What follows belongs to an exercise in optimizing a design on an open flow for small area, a short achievable clock period and few clock cycles per item; a production flow would make more cautious choices.
Only simulation tests tie the RTL to the original design; equivalence was not proved.
Power figures rest on the tool's default switching activity, not on a simulated workload.

==> inputs of 10-03 <==
## rigid_body_drag_integrator
module rigid_body_drag_integrator (
    input  logic               i_clk,
    input  logic               i_rst_n,
    input  logic               i_in_valid,
    output logic               o_in_stall,
    input  logic [126:0]       i_in_req,
    output logic               o_out_valid,
    input  logic               i_out_stall,
    output logic [191:0]       o_out_req,
    input  logic               i_cfg_valid,
    output logic               o_cfg_ready,
    input  logic               i_cfg_index,
    input  logic [31:0]        i_cfg_data
);
Settings: LEC_CHECK=0, CAP_MARGIN=10, CORE_MARGIN=2, CORE_UTILIZATION=40, SETUP_SLACK_MARGIN=5, SLEW_MARGIN=10; clock period 13.0 ns.
run.sh (not shown) runs the stock make flow with config.mk's settings and CLKGATE_MAP_FILE= SYNTH_SCRIPT=/design/flow/synth_recipe.tcl, a recipe that flattens the netlist after the stock synthesis.
==> 12-10: changes against 10-03 <==
--- a/flow/design.v
+++ b/flow/design.v
@@ -3591,14 +3591,13 @@
     logic       w_abort;       
     logic       w_hold;
     logic [4:0] n_slot;
     logic       n_cur;
     logic       n_prev;
     assign w_req   = i_in_valid && !i_cfg_valid;
-    assign w_abort = r_cur && (((r_slot < S_ACC) && (!i_in_valid || i_cfg_valid))
-                            || ((r_slot == S_ACC) && !i_in_valid));
+    assign w_abort = r_cur && (r_slot < S_ACC) && (!i_in_valid || i_cfg_valid);
     assign w_hold  = r_cur && (r_slot == S_HOLD) && r_out_valid;
     always_comb begin
         n_slot = r_slot;
         n_cur  = r_cur;
         n_prev = r_prev;
         if (r_slot == S_IDLE) begin
@@ -3653,13 +3652,13 @@
     assign iss_v = r_iuse && (r_iprev ? r_prev : (r_cur && !w_abort && !w_hold));
     logic [2:0] div_en;
     logic [2:0] div_first;
     logic [1:0] w_fax;             
     assign div_en[0]    = r_cur && (r_slot >= 5'd4) && (r_slot <= 5'd13) && !w_abort;
     assign div_en[1]    = r_cur && (r_slot >= 5'd5) && (r_slot <= 5'd14) && !w_abort && !w_hold;
-    assign div_en[2]    = (r_cur && (r_slot >= 5'd10) && (r_slot <= 5'd15) && !w_hold && !w_abort)
+    assign div_en[2]    = (r_cur && (r_slot >= 5'd10) && (r_slot <= 5'd15) && !w_hold)
                        || (r_prev && (r_slot <= 5'd3));
     assign div_first[0] = r_cur && (r_slot == 5'd4);
     assign div_first[1] = r_cur && (r_slot == 5'd5);
     assign div_first[2] = r_cur && (r_slot == 5'd10);
     assign w_fax        = div_first[0] ? 2'd0 : (div_first[1] ? 2'd1 : 2'd2);
     logic [31:0] w_x;
@@ -3894,13 +3893,13 @@
             r_iuse      <= n_iuse;
             r_iprev     <= n_iprev;
             r_v1        <= iss_v;
         end
     end
     always_ff @(posedge i_clk) begin
-        if (r_slot == S_ACC && r_cur && i_in_valid) begin
+        if (r_slot == S_ACC && r_cur) begin
             r_dt <= i_in_req[126:96];
         end
         r_op1 <= r_iop;
         r_ax1 <= r_iax;
         r_fl1 <= w_fl;
         r_r0  <= w_row0[56:16];
CAP_MARGIN = 20   (was 10)
SLEW_MARGIN = 20   (was 10)
==> comparison table <==
| metric | 10-03 | 12-10 |
|---|---|---|
| Status | complete, no violations | complete, no violations |
| Area delta synth->final | 19.5% | 19.5% |
| Post-cts resize count | 493 | 514 |
| Post-place setup slack | 2.36 ns | 1.97 ns |
| R2r startpoint | u_dp.r_rem[2] | u_dp.r_mn[0] |
| Count of placed standard cells including taps | 13940 | 14022 |
| Clock buf/inv share | 2.70% | 2.71% |
| Post-layout worst setup margin | 4.92 ns | 4.71 ns |
| Initial standard-cell utilization of the core | 40.2% | 40.2% |
| Power share of the combinational group | 72.4% | 70.7% |
| Final weighted congestion of routability-driven global placement | 0.994 | 0.959 |
| Capture point of the worst reg-to-reg path | u_dp.r_rem[6] | u_dp.r_rem[7] |
| Mean post-synth cell area | 8.86 sq um | 8.80 sq um |
| Non-filler instance count after layout | 14496 | 14585 |
| Number of instances in the synthesized netlist | 10796 | 10865 |
Testbench counts of 10-03, summed over its fixed seeds: cycles 38,736, items 2,400.
Testbench counts of 12-10, summed over its fixed seeds: cycles 38,736, items 2,400.


==> v33: inputs <==
Another version of the RTL of rigid_body_drag_integrator (not shown whole).
clock: 13.0 ns
lec_check: 0
cap_margin: 20
core_margin: 2
core_utilization: 50
setup_slack_margin: 5
slew_margin: 20
==> v26 (differences from v33) <==
--- a/flow/design.v
+++ b/flow/design.v
@@ -3698,15 +3698,15 @@
     output logic [191:0]       o_out_req,
     input  logic               i_cfg_valid,
     input  logic               i_cfg_index,
     input  logic [31:0]        i_cfg_data
 );
-    localparam int D = 22 / DS;    
-    localparam logic [4:0] S_LAST = 5'd16;
+    localparam int D = 20 / DS;    
+    localparam logic [4:0] S_LAST = 5'd15;
     localparam logic [4:0] S_IDLE = 5'd31;
     localparam logic [4:0] S_ACC  = 5'd10;
-    localparam logic [4:0] S_HOLD = 5'd15;
+    localparam logic [4:0] S_HOLD = 5'd14;
     localparam logic [4:0] S_OUT  = 5'd11;
     localparam logic [1:0] OP_SQ   = 2'd0;
     localparam logic [1:0] OP_K    = 2'd1;
     localparam logic [1:0] OP_DV   = 2'd2;
     localparam logic [1:0] OP_DISP = 2'd3;
@@ -3719,11 +3719,11 @@
     logic             r_out_valid;
     logic [4:0]       r_slot;
     logic             r_cur;         
     logic             r_prev;        
     logic [30:0]      r_dt;
-    logic [2:0][43:0] r_q;
+    logic [2:0][40:0] r_q;
     logic [2:0][30:0] r_rem;
     logic [2:0]       r_ovf;
     logic [2:0]       r_neg;
     logic             r_v1;
     logic [1:0]       r_op1;
@@ -3789,12 +3789,12 @@
             5'd6:  begin n_iop = OP_SQ;   n_iax = 2'd2; end
             5'd7:  begin n_iop = OP_DISP; n_iax = 2'd0; n_iprev = 1'b1; end
             5'd8:  begin n_iop = OP_K;    n_iax = 2'd2; end
             5'd9:  begin n_iop = OP_DISP; n_iax = 2'd1; n_iprev = 1'b1; end
             5'd10: begin n_iop = OP_DISP; n_iax = 2'd2; n_iprev = 1'b1; end
-            5'd15: begin n_iop = OP_DV;   n_iax = 2'd0; end
-            5'd16: begin n_iop = OP_DV;   n_iax = 2'd1; end
+            5'd14: begin n_iop = OP_DV;   n_iax = 2'd0; end
+            5'd15: begin n_iop = OP_DV;   n_iax = 2'd1; end
             default: n_iuse = 1'b0;
         endcase
     end
     logic       r_iuse;
     logic       r_iprev;
@@ -3802,31 +3802,33 @@
     logic [1:0] r_iop;
     logic [1:0] r_iax;
     assign iss_v = r_iuse && (r_iprev ? r_prev : (r_cur && !w_abort && !w_hold));
     logic [2:0] div_en;
     logic [2:0] div_first;
-    assign div_en[0]    = r_cur && (r_slot >= 5'd4) && (r_slot <= 5'd14) && !w_abort;
-    assign div_en[1]    = r_cur && (r_slot >= 5'd5) && (r_slot <= 5'd15) && !w_abort && !w_hold;
-    assign div_en[2]    = (r_cur && (r_slot >= 5'd10) && (r_slot <= 5'd16) && !w_hold)
+    logic [1:0] w_fax;             
+    assign div_en[0]    = r_cur && (r_slot >= 5'd4) && (r_slot <= 5'd13) && !w_abort;
+    assign div_en[1]    = r_cur && (r_slot >= 5'd5) && (r_slot <= 5'd14) && !w_abort && !w_hold;
+    assign div_en[2]    = (r_cur && (r_slot >= 5'd10) && (r_slot <= 5'd15) && !w_hold)
                        || (r_prev && (r_slot <= 5'd3));
     assign div_first[0] = r_cur && (r_slot == 5'd4);
     assign div_first[1] = r_cur && (r_slot == 5'd5);
     assign div_first[2] = r_cur && (r_slot == 5'd10);
+    assign w_fax        = div_first[0] ? 2'd0 : (div_first[1] ? 2'd1 : 2'd2);
     logic [31:0] w_x;
     logic        w_xn;
     logic [31:0] w_w;
-    logic [43:0] w_qs;
-    logic [40:0] w_capq;
+    logic [40:0] w_qs;
+    logic        w_qbig;
     logic [40:0] w_a;
     logic [30:0] w_b;
     logic [30:0] w_c;
     logic        w_fl;
     assign w_x    = r_vel[r_iax];
     assign w_xn   = w_x[31];
     assign w_w    = w_x ^ {32{w_xn}};
     assign w_qs   = r_q[r_iax];
-    assign w_capq = (r_ovf[r_iax] || (w_qs[43:41] != '0) || (w_qs[40] && (w_qs[39:0] != '0))) ? CAP : w_qs[40:0];
+    assign w_qbig = r_ovf[r_iax];
     always_comb begin
         case (r_iop)
             OP_SQ: begin
                 w_a  = {13'd0, w_w[27:0]};
                 w_b  = {3'd0, w_w[27:0]};
@@ -3838,14 +3840,14 @@
                 w_b  = r_drag;
                 w_c  = 31'd0;
                 w_fl = 1'b0;
             end
             OP_DV: begin
-                w_a  = w_capq;
+                w_a  = {1'b0, w_qs[39:0]};
                 w_b  = r_dt;
                 w_c  = 31'd0;
-                w_fl = 1'b0;
+                w_fl = w_qbig;
             end
             default: begin
                 w_a  = {9'd0, w_w};
                 w_b  = r_dt;
                 w_c  = w_xn ? r_dt : 31'd0;
@@ -3917,12 +3919,12 @@
     logic [34:0]        w_sum1;
     logic signed [33:0] w_sum;
     logic [31:0]        w_nv;
     assign w_v    = r_vel[r_ax1];
     assign w_dneg = r_neg[r_ax1];
-    assign w_dbig = (w_ph[55:32] != '0);
-    assign w_dvx  = {2'b00, w_ph[31:0]} ^ {34{w_dneg}};
+    assign w_dbig = r_fl1 ? (r_dt[30:8] != '0) : (w_ph[55:32] != '0);
+    assign w_dvx  = (r_fl1 ? {2'b00, r_dt[7:0], 24'd0} : {2'b00, w_ph[31:0]}) ^ {34{w_dneg}};
     assign w_sum1 = {w_v[31], w_v[31], w_v, 1'b1} + {w_dvx, w_dneg};
     assign w_sum  = $signed(w_sum1[34:1]);
     always_comb begin
         if (w_dbig) begin
             w_nv = w_dneg ? 32'h8000_0000 : 32'h7FFF_FFFF;
@@ -3934,49 +3936,53 @@
             w_nv = 32'h8000_0000;
         end else begin
             w_nv = w_sum[31:0];
         end
     end
-    logic [2:0][32:0] w_ovd;         
-    logic [2:0][43:0] w_dq;
+    logic [2:0][39:0] w_dq;
     logic [2:0][30:0] w_dr;
     always_comb begin
         for (int a = 0; a < 3; a++) begin
-            logic [43:0] q;
+            logic [39:0] q;
             logic [30:0] r;
             logic [32:0] t;
             logic [33:0] s1, s2, s3;
             logic [34:0] x1, x2, x3;
-            q = r_q[a];
+            q = r_q[a][39:0];
             r = r_rem[a];
             for (int k = 0; k < DS; k++) begin
-                t  = {r, q[43:42]};
+                t  = {r, q[39:38]};
                 x1 = {1'b0, t, 1'b1} + {3'b111, r_mn, 1'b1};
                 x2 = {1'b0, t, 1'b1} + {2'b11, r_mn, 2'b11};
                 x3 = {1'b0, t, 1'b1} + {1'b1, r_mn3, 1'b1};
                 s1 = x1[34:1];
                 s2 = x2[34:1];
                 s3 = x3[34:1];
                 if (!s3[33]) begin
-                    q = {q[41:0], 2'd3};
+                    q = {q[37:0], 2'd3};
                     r = s3[30:0];
                 end else if (!s2[33]) begin
-                    q = {q[41:0], 2'd2};
+                    q = {q[37:0], 2'd2};
                     r = s2[30:0];
                 end else if (!s1[33]) begin
-                    q = {q[41:0], 2'd1};
+                    q = {q[37:0], 2'd1};
                     r = s1[30:0];
                 end else begin
-                    q = {q[41:0], 2'd0};
+                    q = {q[37:0], 2'd0};
                     r = t[30:0];
                 end
             end
             w_dq[a] = q;
             w_dr[a] = r;
-            w_ovd[a] = {1'b0, 18'd0, r_rem[a][12:0], 1'b1} + {2'b11, r_mn, 1'b1};
         end
     end
+    logic [16:0] w_r0;
+    logic [18:0] w_ovc;
+    logic        w_ovf;
+    assign w_r0  = r_rem[w_fax][16:0];
+    assign w_ovc = {1'b0, w_r0, 1'b1} + {1'b0, r_mn[16:0], 1'b1};
+    assign w_ovf = (r_mn[30:17] == '1) && w_ovc[18];
     logic [30:0] w_mass;
     assign w_mass = (i_cfg_data[30:0] == '0) ? 31'd1 : i_cfg_data[30:0];
     always_ff @(posedge i_clk) begin
         if (!i_rst_n) begin
             r_mn        <= ~rbdi_pkg::MassReset;
@@ -4030,26 +4036,26 @@
         r_h   <= w_h1;
         r_hv  <= r_vel[r_iax][31];
         for (int a = 0; a < 3; a++) begin
             if (r_v1 && r_ax1 == 2'(a)) begin
                 case (r_op1)
-                    OP_SQ: r_q[a] <= {3'b000, w_s};
+                    OP_SQ: r_q[a] <= w_s;
                     OP_K: begin
-                        r_rem[a] <= {18'd0, w_n[40:28]};
-                        r_q[a]   <= {w_n[27:0], 16'd0};
+                        r_rem[a] <= {14'd0, w_n[40:24]};
+                        r_q[a]   <= {1'b0, w_n[23:0], 16'd0};
                         r_neg[a] <= w_neg;
                     end
                     OP_DISP: r_disp[a] <= w_disp;
                     default: ;
                 endcase
             end
             if (div_en[a]) begin
-                r_q[a]   <= w_dq[a];
+                r_q[a]   <= {1'b0, w_dq[a]};
                 r_rem[a] <= w_dr[a];
             end
             if (div_first[a]) begin
-                r_ovf[a] <= !w_ovd[a][32];
+                r_ovf[a] <= w_ovf;
             end
         end
     end
 endmodule
 module rigid_body_drag_integrator (
CORE_UTILIZATION = 40   (was 50)
==> v12 (differences from v33) <==
--- a/flow/design.v
+++ b/flow/design.v
@@ -3698,15 +3698,15 @@
     output logic [191:0]       o_out_req,
     input  logic               i_cfg_valid,
     input  logic               i_cfg_index,
     input  logic [31:0]        i_cfg_data
 );
-    localparam int D = 22 / DS;    
-    localparam logic [4:0] S_LAST = 5'd16;
+    localparam int D = 20 / DS;    
+    localparam logic [4:0] S_LAST = 5'd15;
     localparam logic [4:0] S_IDLE = 5'd31;
     localparam logic [4:0] S_ACC  = 5'd10;
-    localparam logic [4:0] S_HOLD = 5'd15;
+    localparam logic [4:0] S_HOLD = 5'd14;
     localparam logic [4:0] S_OUT  = 5'd11;
     localparam logic [1:0] OP_SQ   = 2'd0;
     localparam logic [1:0] OP_K    = 2'd1;
     localparam logic [1:0] OP_DV   = 2'd2;
     localparam logic [1:0] OP_DISP = 2'd3;
@@ -3719,11 +3719,11 @@
     logic             r_out_valid;
     logic [4:0]       r_slot;
     logic             r_cur;         
     logic             r_prev;        
     logic [30:0]      r_dt;
-    logic [2:0][43:0] r_q;
+    logic [2:0][40:0] r_q;
     logic [2:0][30:0] r_rem;
     logic [2:0]       r_ovf;
     logic [2:0]       r_neg;
     logic             r_v1;
     logic [1:0]       r_op1;
@@ -3789,12 +3789,12 @@
             5'd6:  begin n_iop = OP_SQ;   n_iax = 2'd2; end
             5'd7:  begin n_iop = OP_DISP; n_iax = 2'd0; n_iprev = 1'b1; end
             5'd8:  begin n_iop = OP_K;    n_iax = 2'd2; end
             5'd9:  begin n_iop = OP_DISP; n_iax = 2'd1; n_iprev = 1'b1; end
             5'd10: begin n_iop = OP_DISP; n_iax = 2'd2; n_iprev = 1'b1; end
-            5'd15: begin n_iop = OP_DV;   n_iax = 2'd0; end
-            5'd16: begin n_iop = OP_DV;   n_iax = 2'd1; end
+            5'd14: begin n_iop = OP_DV;   n_iax = 2'd0; end
+            5'd15: begin n_iop = OP_DV;   n_iax = 2'd1; end
             default: n_iuse = 1'b0;
         endcase
     end
     logic       r_iuse;
     logic       r_iprev;
@@ -3802,31 +3802,31 @@
     logic [1:0] r_iop;
     logic [1:0] r_iax;
     assign iss_v = r_iuse && (r_iprev ? r_prev : (r_cur && !w_abort && !w_hold));
     logic [2:0] div_en;
     logic [2:0] div_first;
-    assign div_en[0]    = r_cur && (r_slot >= 5'd4) && (r_slot <= 5'd14) && !w_abort;
-    assign div_en[1]    = r_cur && (r_slot >= 5'd5) && (r_slot <= 5'd15) && !w_abort && !w_hold;
-    assign div_en[2]    = (r_cur && (r_slot >= 5'd10) && (r_slot <= 5'd16) && !w_hold)
+    assign div_en[0]    = r_cur && (r_slot >= 5'd4) && (r_slot <= 5'd13) && !w_abort;
+    assign div_en[1]    = r_cur && (r_slot >= 5'd5) && (r_slot <= 5'd14) && !w_abort && !w_hold;
+    assign div_en[2]    = (r_cur && (r_slot >= 5'd10) && (r_slot <= 5'd15) && !w_hold)
                        || (r_prev && (r_slot <= 5'd3));
     assign div_first[0] = r_cur && (r_slot == 5'd4);
     assign div_first[1] = r_cur && (r_slot == 5'd5);
     assign div_first[2] = r_cur && (r_slot == 5'd10);
     logic [31:0] w_x;
     logic        w_xn;
     logic [31:0] w_w;
-    logic [43:0] w_qs;
-    logic [40:0] w_capq;
+    logic [40:0] w_qs;
+    logic        w_qbig;
     logic [40:0] w_a;
     logic [30:0] w_b;
     logic [30:0] w_c;
     logic        w_fl;
     assign w_x    = r_vel[r_iax];
     assign w_xn   = w_x[31];
     assign w_w    = w_x ^ {32{w_xn}};
     assign w_qs   = r_q[r_iax];
-    assign w_capq = (r_ovf[r_iax] || (w_qs[43:41] != '0) || (w_qs[40] && (w_qs[39:0] != '0))) ? CAP : w_qs[40:0];
+    assign w_qbig = r_ovf[r_iax];
     always_comb begin
         case (r_iop)
             OP_SQ: begin
                 w_a  = {13'd0, w_w[27:0]};
                 w_b  = {3'd0, w_w[27:0]};
@@ -3838,14 +3838,14 @@
                 w_b  = r_drag;
                 w_c  = 31'd0;
                 w_fl = 1'b0;
             end
             OP_DV: begin
-                w_a  = w_capq;
+                w_a  = {1'b0, w_qs[39:0]};
                 w_b  = r_dt;
                 w_c  = 31'd0;
-                w_fl = 1'b0;
+                w_fl = w_qbig;
             end
             default: begin
                 w_a  = {9'd0, w_w};
                 w_b  = r_dt;
                 w_c  = w_xn ? r_dt : 31'd0;
@@ -3917,12 +3917,12 @@
     logic [34:0]        w_sum1;
     logic signed [33:0] w_sum;
     logic [31:0]        w_nv;
     assign w_v    = r_vel[r_ax1];
     assign w_dneg = r_neg[r_ax1];
-    assign w_dbig = (w_ph[55:32] != '0);
-    assign w_dvx  = {2'b00, w_ph[31:0]} ^ {34{w_dneg}};
+    assign w_dbig = r_fl1 ? (r_dt[30:8] != '0) : (w_ph[55:32] != '0);
+    assign w_dvx  = (r_fl1 ? {2'b00, r_dt[7:0], 24'd0} : {2'b00, w_ph[31:0]}) ^ {34{w_dneg}};
     assign w_sum1 = {w_v[31], w_v[31], w_v, 1'b1} + {w_dvx, w_dneg};
     assign w_sum  = $signed(w_sum1[34:1]);
     always_comb begin
         if (w_dbig) begin
             w_nv = w_dneg ? 32'h8000_0000 : 32'h7FFF_FFFF;
@@ -3935,46 +3935,46 @@
         end else begin
             w_nv = w_sum[31:0];
         end
     end
     logic [2:0][32:0] w_ovd;         
-    logic [2:0][43:0] w_dq;
+    logic [2:0][39:0] w_dq;
     logic [2:0][30:0] w_dr;
     always_comb begin
         for (int a = 0; a < 3; a++) begin
-            logic [43:0] q;
+            logic [39:0] q;
             logic [30:0] r;
             logic [32:0] t;
             logic [33:0] s1, s2, s3;
             logic [34:0] x1, x2, x3;
-            q = r_q[a];
+            q = r_q[a][39:0];
             r = r_rem[a];
             for (int k = 0; k < DS; k++) begin
-                t  = {r, q[43:42]};
+                t  = {r, q[39:38]};
                 x1 = {1'b0, t, 1'b1} + {3'b111, r_mn, 1'b1};
                 x2 = {1'b0, t, 1'b1} + {2'b11, r_mn, 2'b11};
                 x3 = {1'b0, t, 1'b1} + {1'b1, r_mn3, 1'b1};
                 s1 = x1[34:1];
                 s2 = x2[34:1];
                 s3 = x3[34:1];
                 if (!s3[33]) begin
-                    q = {q[41:0], 2'd3};
+                    q = {q[37:0], 2'd3};
                     r = s3[30:0];
                 end else if (!s2[33]) begin
-                    q = {q[41:0], 2'd2};
+                    q = {q[37:0], 2'd2};
                     r = s2[30:0];
                 end else if (!s1[33]) begin
-                    q = {q[41:0], 2'd1};
+                    q = {q[37:0], 2'd1};
                     r = s1[30:0];
                 end else begin
-                    q = {q[41:0], 2'd0};
+                    q = {q[37:0], 2'd0};
                     r = t[30:0];
                 end
             end
             w_dq[a] = q;
             w_dr[a] = r;
-            w_ovd[a] = {1'b0, 18'd0, r_rem[a][12:0], 1'b1} + {2'b11, r_mn, 1'b1};
+            w_ovd[a] = {1'b0, 14'd0, r_rem[a][16:0], 1'b1} + {2'b11, r_mn, 1'b1};
         end
     end
     logic [30:0] w_mass;
     assign w_mass = (i_cfg_data[30:0] == '0) ? 31'd1 : i_cfg_data[30:0];
     always_ff @(posedge i_clk) begin
@@ -4030,22 +4030,22 @@
         r_h   <= w_h1;
         r_hv  <= r_vel[r_iax][31];
         for (int a = 0; a < 3; a++) begin
             if (r_v1 && r_ax1 == 2'(a)) begin
                 case (r_op1)
-                    OP_SQ: r_q[a] <= {3'b000, w_s};
+                    OP_SQ: r_q[a] <= w_s;
                     OP_K: begin
-                        r_rem[a] <= {18'd0, w_n[40:28]};
-                        r_q[a]   <= {w_n[27:0], 16'd0};
+                        r_rem[a] <= {14'd0, w_n[40:24]};
+                        r_q[a]   <= {1'b0, w_n[23:0], 16'd0};
                         r_neg[a] <= w_neg;
                     end
                     OP_DISP: r_disp[a] <= w_disp;
                     default: ;
                 endcase
             end
             if (div_en[a]) begin
-                r_q[a]   <= w_dq[a];
+                r_q[a]   <= {1'b0, w_dq[a]};
                 r_rem[a] <= w_dr[a];
             end
             if (div_first[a]) begin
                 r_ovf[a] <= !w_ovd[a][32];
             end
CORE_UTILIZATION = 40   (was 50)
==> run notes <==
status timing/DRC/antenna clean; Inverters excl. clock 1313; reg-to-reg startpoint u_dp.r_c16$_DFF_P_; dpl cell area 118000 um2; starting density of the core 40.2%; Total Power about 19 mW; post-cts repair resize count 197; reported clock group power approximately 2.8 mW; FF+latch count ~700
[end of results for v26]
==> run notes <==
status timing/DRC/antenna clean; FF+latch count 713; Crit path largest cell delay about 0.60 ns; dpl cell area 115000 um2; Inverters excl. clock between 1000 and 1500; placer's final routability congestion estimate just over 1; worst reg2reg setup slack about 4.9 ns; reported clock group power ~2.8 mW; Total Power between 15 and 20 mW; starting density of the core between 50% and 60%
[end of results for v33]
==> run notes <==
global-route wire length before repair 656 mm; largest registers u_dp.r_q (123), u_dp.r_disp (96), u_dp.r_vel (96); Crit path largest cell delay about 0.57 ns; post-CTS repair timing setup buffer count 38; status timing/DRC/antenna clean; FF+latch count roughly 700; reported clock group power 2.71 mW; dpl cell area ~120000 um2; reg-to-reg startpoint u_dp.r_iax[1]$_SDFF_PP0_; Total Power approximately 20 mW; Inverters excl. clock approximately 1300; area inside the core boundary 276000 um2; share of cell area taken by muxes after synthesis 2.77%; post-cts repair resize count between 200 and 250; worst path cell trace buf_6 -> buf_6 -> mux2i_1 -> nor2_1 -> a21oi_1 -> xnor2_1 -> mux2_2 -> a22oi_2 -> buf_4 -> nor2_1 -> fa_1 -> inv_1 -> fa_1 -> inv_1 -> fa_1 -> inv_1 -> fa_1 -> fa_1 -> fa_1 -> fa_1 -> inv_1 -> fa_1; starting density of the core between 40% and 50%
[end of results for v12]
Testbench counts of v33, summed over its fixed seeds: cycles 41,136, items 2,400.
Testbench counts of v26, summed over its fixed seeds: cycles 38,736, items 2,400.
Testbench counts of v12, summed over its fixed seeds: cycles 38,736, items 2,400.

static timing again, ports no longer ideal:
In the flow no input, the clock included, has a driving cell. The finished layouts below were timed again as built, in two steps. Step 1: set_driving_cell puts a clkbuf_16 on i_clk and a buf_2 on each other input, an assumption about the parent block. Step 2 times the ports against the registers' clock, not the clock port: input delays grow and output delays shrink by t, the midpoint of the rising clock arrivals with the driver on. a / b / c = ideal / step 1 / step 2; a / b = the first two.
run	t, ns	setup WS [ns]	hold slack, ns	latest minus earliest clock arrival (ns)
10-03	0.848	4.925 / 4.925 / 4.587	0.467 / 0.467 / 0.467	0.051 / 0.050
12-10	0.848	4.705 / 4.705 / 4.314	0.483 / 0.483 / 0.483	0.084 / 0.085
v33	0.838	4.948 / 4.948 / 4.528	0.538 / 0.538 / 0.538	0.102 / 0.102
v26	0.844	5.088 / 5.088 / 4.354	0.480 / 0.480 / 0.480	0.090 / 0.089
v12	0.919	5.098 / 5.099 / 4.211	0.486 / 0.486 / 0.486	0.116 / 0.117
After both steps every run listed still meets setup and hold. The setup slack of v12, which loses most, moves by +0.001 ns with the drivers and by -0.887 ns with both steps.
